From an optimization exercise on the open Yosys and OpenROAD flow, aimed at a short achievable clock period and few clock cycles per item; shortcuts taken in it are not production practice. Only simulation tests tie the RTL to the original design; equivalence was not proved.

==> build 94: inputs <==
## match3_core
module match3_core (
    input  logic             clk,
    input  logic             reset,
    input  logic             left,
    input  logic             right,
    input  logic             up,
    input  logic             down,
    input  logic             enter,
    input  logic             game_reset,
    input  board_pkg::row_t  rd_row,
    input  board_pkg::col_t  rd_col,
    output board_pkg::cell_t rd_cell,
    output board_pkg::row_t  cursor_row,
    output board_pkg::col_t  cursor_col,
    output logic             selected,
    output logic             busy
);
Settings: LEC_CHECK=0, CAP_MARGIN=40, CORE_MARGIN=2, CORE_UTILIZATION=30, PLACE_DENSITY=0.5, SLEW_MARGIN=40; clock period 10.0 ns.
run.sh (not shown) runs the stock make flow with config.mk's settings and CLKGATE_MAP_FILE= SYNTH_SCRIPT=/design/flow/synth_recipe.tcl, a recipe that flattens the netlist after the stock synthesis.
==> inputs of build 93, as changes to build 94 <==
--- a/flow/design.v
+++ b/flow/design.v
@@ -34,12 +34,12 @@
     input  logic              consume,
     output logic              ready,
     output board_pkg::board_t next_board
 );
     localparam int K   = 16;
-    localparam logic [15:0]          L_RESET = 16'h36b7;
-    localparam logic [383:0]         Q_RESET = 384'h51431441a0cc3086834190cc31064331068341a0cc5144190cc2190cc30c51450c21a0d068351421a84330c50c41a0d0;
+    localparam logic [15:0]          L_RESET = 16'h0852;
+    localparam logic [383:0]         Q_RESET = 384'h0000000000000000000000000000000000000000000000000cc2190cc30c51450c21a0d068351421a84330c50c41a0d0;
     localparam board_pkg::board_t    S_RESET = 192'h6628406a288330c41b4610d19ffff8ffffffffffffffffff;
     logic [15:0]    lfsr;
     logic [15:0]    lfsr_adv;
     logic [K*3-1:0] draw_next;
     logic           hold;
@@ -214,12 +214,12 @@
                 gap[t] <= 5'(t);
             end
             comp <= '0;
             cnt  <= '0;
             q    <= Q_RESET;
-            qn   <= 8'd128;
-            wp   <= 7'd0;
+            qn   <= 8'd64;
+            wp   <= 7'd64;
             rp   <= 1'b0;
         end else begin
             if (!hold) begin
                 lfsr <= lfsr_adv;
                 dv   <= dv_next;
@@ -430,63 +430,61 @@
             end
         end
     end
 endmodule
 `timescale 1ns/10ps
-module swap_trial (
+module swap_trial #(
+    parameter int D = 0
+) (
     input  board_pkg::board_t cells,
     input  logic [63:0]       cur_oh,
-    input  logic [3:0]        dir,
     output logic              keep,
-    output board_pkg::board_t trial,
-    output board_pkg::mask_t  kill
+    output board_pkg::board_t next
 );
+    localparam int OFS = (D == 0) ? -1 : (D == 1) ? 1 : (D == 2) ? -8 : 8;
+    board_pkg::board_t trial;
     board_pkg::mask_t  tmask;
+    board_pkg::mask_t  kill;
     logic              moves_empty;
-    function automatic int ofs(input int d);
-        case (d)
-            0:       ofs = -1;
-            1:       ofs = 1;
-            2:       ofs = -8;
-            default: ofs = 8;
-        endcase
-    endfunction
-    function automatic logic has_nb(input int i, input int d);
-        case (d)
+    function automatic logic has_nb(input int i);
+        case (D)
             0:       has_nb = ((i % 8) != 0);
             1:       has_nb = ((i % 8) != 7);
             2:       has_nb = ((i / 8) != 0);
             default: has_nb = ((i / 8) != 7);
         endcase
     endfunction
     always_comb begin
         trial       = cells;
         moves_empty = 1'b0;
-        for (int d = 0; d < 4; d++) begin
-            for (int i = 0; i < 64; i++) begin
-                if (has_nb(i, d)) begin
-                    if (dir[d] && cur_oh[i]) begin
-                        trial[i*3 +: 3] = cells[(i+ofs(d))*3 +: 3];
-                        moves_empty = moves_empty
-                                   || (cells[i*3 +: 3] == board_pkg::cell_empty)
-                                   || (cells[(i+ofs(d))*3 +: 3] == board_pkg::cell_empty);
-                    end
+        for (int i = 0; i < 64; i++) begin
+            if (has_nb(i)) begin
+                if (cur_oh[i]) begin
+                    trial[i*3 +: 3] = cells[(i+OFS)*3 +: 3];
+                    moves_empty = moves_empty
+                               || (cells[i*3 +: 3] == board_pkg::cell_empty)
+                               || (cells[(i+OFS)*3 +: 3] == board_pkg::cell_empty);
                 end
-                if (i - ofs(d) >= 0 && i - ofs(d) < 64) begin
-                    if (has_nb(i - ofs(d), d) && dir[d] && cur_oh[i-ofs(d)]) begin
-                        trial[i*3 +: 3] = cells[(i-ofs(d))*3 +: 3];
-                    end
+            end
+            if (i - OFS >= 0 && i - OFS < 64) begin
+                if (has_nb(i - OFS) && cur_oh[i-OFS]) begin
+                    trial[i*3 +: 3] = cells[(i-OFS)*3 +: 3];
                 end
             end
         end
     end
     match_finder u_tmatch (
         .cells (trial),
         .mask  (tmask)
     );
     assign keep = |tmask;
     assign kill = moves_empty ? '0 : tmask;
+    board_pack u_tpack (
+        .cells     (trial),
+        .kill      (kill),
+        .cells_out (next)
+    );
 endmodule
 `timescale 1ns/10ps
 module match3_core (
     input  logic             clk,
     input  logic             reset,
@@ -503,40 +501,35 @@
     output board_pkg::col_t  cursor_col,
     output logic             selected,
     output logic             busy
 );
     board_pkg::board_t board;
-    board_pkg::board_t nboard;
-    board_pkg::board_t board_next;
-    board_pkg::board_t bcopy;
     board_pkg::mask_t  bmask;
-    board_pkg::mask_t  cmask;
     board_pkg::board_t board_step;
     logic              wait_game;
     logic              board_match;
     logic              accept;
     logic              swap_try;
     logic [3:0]        swap_dir;
-    logic              trial_keep;
-    board_pkg::board_t trial_board;
-    board_pkg::mask_t  trial_kill;
-    board_pkg::board_t pack_in;
-    board_pkg::mask_t  pack_kill;
+    logic [3:0]        dir_keep;
+    board_pkg::board_t dir_next [4];
     logic [63:0]       cur_oh;
     logic              swap_keep;
+    board_pkg::board_t swap_next;
     logic              game_ready;
     logic              game_take;
     board_pkg::board_t game_board;
     match_finder u_board_matches (
         .cells (board),
         .mask  (bmask)
     );
-    match_finder u_copy_matches (
-        .cells (bcopy),
-        .mask  (cmask)
+    board_pack u_board_pack (
+        .cells  (board),
+        .kill   (bmask),
+        .cells_out (board_step)
     );
-    assign board_match = |cmask;
+    assign board_match = |bmask;
     assign busy        = wait_game || board_match;
     assign accept      = !busy;
     cursor_ctrl u_cursor_ctrl (
         .clk        (clk),
         .reset      (reset),
@@ -551,63 +544,48 @@
         .selected   (selected),
         .swap_try   (swap_try),
         .swap_dir   (swap_dir),
         .cursor_oh  (cur_oh)
     );
-    swap_trial u_trial (
-        .cells   (board),
-        .cur_oh  (cur_oh),
-        .dir     (swap_dir),
-        .keep    (trial_keep),
-        .trial   (trial_board),
-        .kill    (trial_kill)
-    );
-    assign swap_keep = swap_try && !game_reset && trial_keep;
-    always_comb begin
-        pack_in   = board;
-        pack_kill = bmask;
-        if (accept && swap_keep) begin
-            pack_in   = trial_board;
-            pack_kill = trial_kill;
-        end
+    for (genvar d = 0; d < 4; d++) begin : g_trial
+        swap_trial #(.D(d)) u_trial (
+            .cells   (board),
+            .cur_oh  (cur_oh),
+            .keep    (dir_keep[d]),
+            .next    (dir_next[d])
+        );
+    end
+    assign swap_keep = swap_try && |(swap_dir & dir_keep);
+    always_comb begin
+        swap_next = dir_next[3];
+        if (swap_dir[0]) swap_next = dir_next[0];
+        else if (swap_dir[1]) swap_next = dir_next[1];
+        else if (swap_dir[2]) swap_next = dir_next[2];
     end
-    board_pack u_board_pack (
-        .cells     (pack_in),
-        .kill      (pack_kill),
-        .cells_out (board_step)
-    );
     assign game_take = game_ready && ((accept && game_reset) || wait_game);
     gem_fill u_gem_fill (
         .clk        (clk),
         .reset      (reset),
         .consume    (game_take),
         .ready      (game_ready),
         .next_board (game_board)
     );
-    always_comb begin
-        if (game_take) begin
-            board_next = game_board;
-        end else begin
-            board_next = board_step;
-        end
-    end
     always_ff @(posedge clk or posedge reset) begin
         if (reset) begin
-            nboard    <= '0;
-            bcopy     <= {board_pkg::grid_rows*board_pkg::grid_cols{board_pkg::cell_empty}};
+            board     <= {board_pkg::grid_rows*board_pkg::grid_cols{board_pkg::cell_empty}};
             wait_game <= 1'b0;
+        end else if (game_take) begin
+            board     <= game_board;
+            wait_game <= 1'b0;
+        end else if (accept && game_reset) begin
+            wait_game <= 1'b1;
+        end else if (accept && swap_keep) begin
+            board     <= swap_next;
         end else begin
-            nboard    <= ~board_next;
-            bcopy     <= board_next;
-            if (game_take) begin
-                wait_game <= 1'b0;
-            end else if (accept && game_reset) begin
-                wait_game <= 1'b1;
-            end
+            board     <= board_step;
         end
     end
-    assign board = ~nboard;
     always_comb begin
         logic [7:0] rsel;
         logic [7:0] csel;
         logic [2:0] rowv [8];
         for (int i = 0; i < 8; i++) begin
@@ -616,11 +594,11 @@
         end
         rd_cell = '0;
         for (int r = 0; r < 8; r++) begin
             rowv[r] = '0;
             for (int c = 0; c < 8; c++) begin
-                rowv[r] = rowv[r] | (bcopy[(r*8+c)*3 +: 3] & {3{csel[c]}});
+                rowv[r] = rowv[r] | (board[(r*8+c)*3 +: 3] & {3{csel[c]}});
             end
             rd_cell = rd_cell | (rowv[r] & {3{rsel[r]}});
         end
     end
 endmodule
==> flow/config.mk (replaced) <==
export PLATFORM = sky130hd
export DESIGN_NAME = match3_core
export DESIGN_NICKNAME = match3_core
export VERILOG_FILES = /design/flow/design.v
export SDC_FILE = /design/flow/constraint.sdc
export NUM_CORES = 4
export LEC_CHECK = 0
export CAP_MARGIN = 20
export CORE_MARGIN = 2
export CORE_UTILIZATION = 25
export PLACE_DENSITY = 0.55
export SETUP_SLACK_MARGIN = 4.5
export SLEW_MARGIN = 20
export TNS_END_PERCENT = 10
==> run notes <==
                                                                    build 94                build 93
Status                                              timing/DRC/antenna clean  stopped before the end
Stage where the flow stopped                                               -          global routing
Multiplexer share of the synthesized area                             0.0651                  0.0637
Share of the synthesized netlist area taken by xor and xnor gates    0.00812                 0.00622
Sequential element share of the synthesized area                       0.242                   0.140
Standard-cell row count                                                  242                     320
Area share of and/or/nand/nor cells after synthesis                    0.269                   0.283
Ys Warns                                                                  20                      25
Clock sink total                                                       1,235                   1,044
Avg Synthesized Cell Area                                          7.45 um^2               6.85 um^2
Initial Util                                                           0.301                   0.251
Post-CTS setup-driven buffer insertion count                               0                     721
Horiz. Die Dim                                                        663 um                  876 um
Compound-cell area share of the yosys netlist                          0.318                   0.405
Post-Place Cells                                                      22,900                  38,600
Number of synthesized register bits                                    1,235                   1,044
Testbench counts of build 94, summed over its fixed seeds: cycles 3,291, commands 492.
Testbench counts of build 93, summed over its fixed seeds: cycles 3,309, commands 492.

[static timing again, ports no longer ideal]
Ports are ideal in the flow. The routed layout listed here was re-timed in OpenROAD. Step 1, drivers: a clkbuf_16 drives clk and a buf_2 each remaining input, both assumed. Step 2, shift: input delay + t, output delay - t, t = (earliest + latest rising clock arrival at the registers) / 2. This alone moves slack from input paths to output paths. Three values: ideal ports, drivers, drivers and shift; two values: the first two.
run: build 94
t (ns): 1.002
setup slack, ns: 0.509 / 0.559 / -0.443
worst data-port slew with drivers (ns): 0.07
With both steps, setup timing fails in build 94, where it was met with ideal ports. The setup slack of build 94 moves by +0.050 ns with the drivers and by -0.952 ns with both steps.
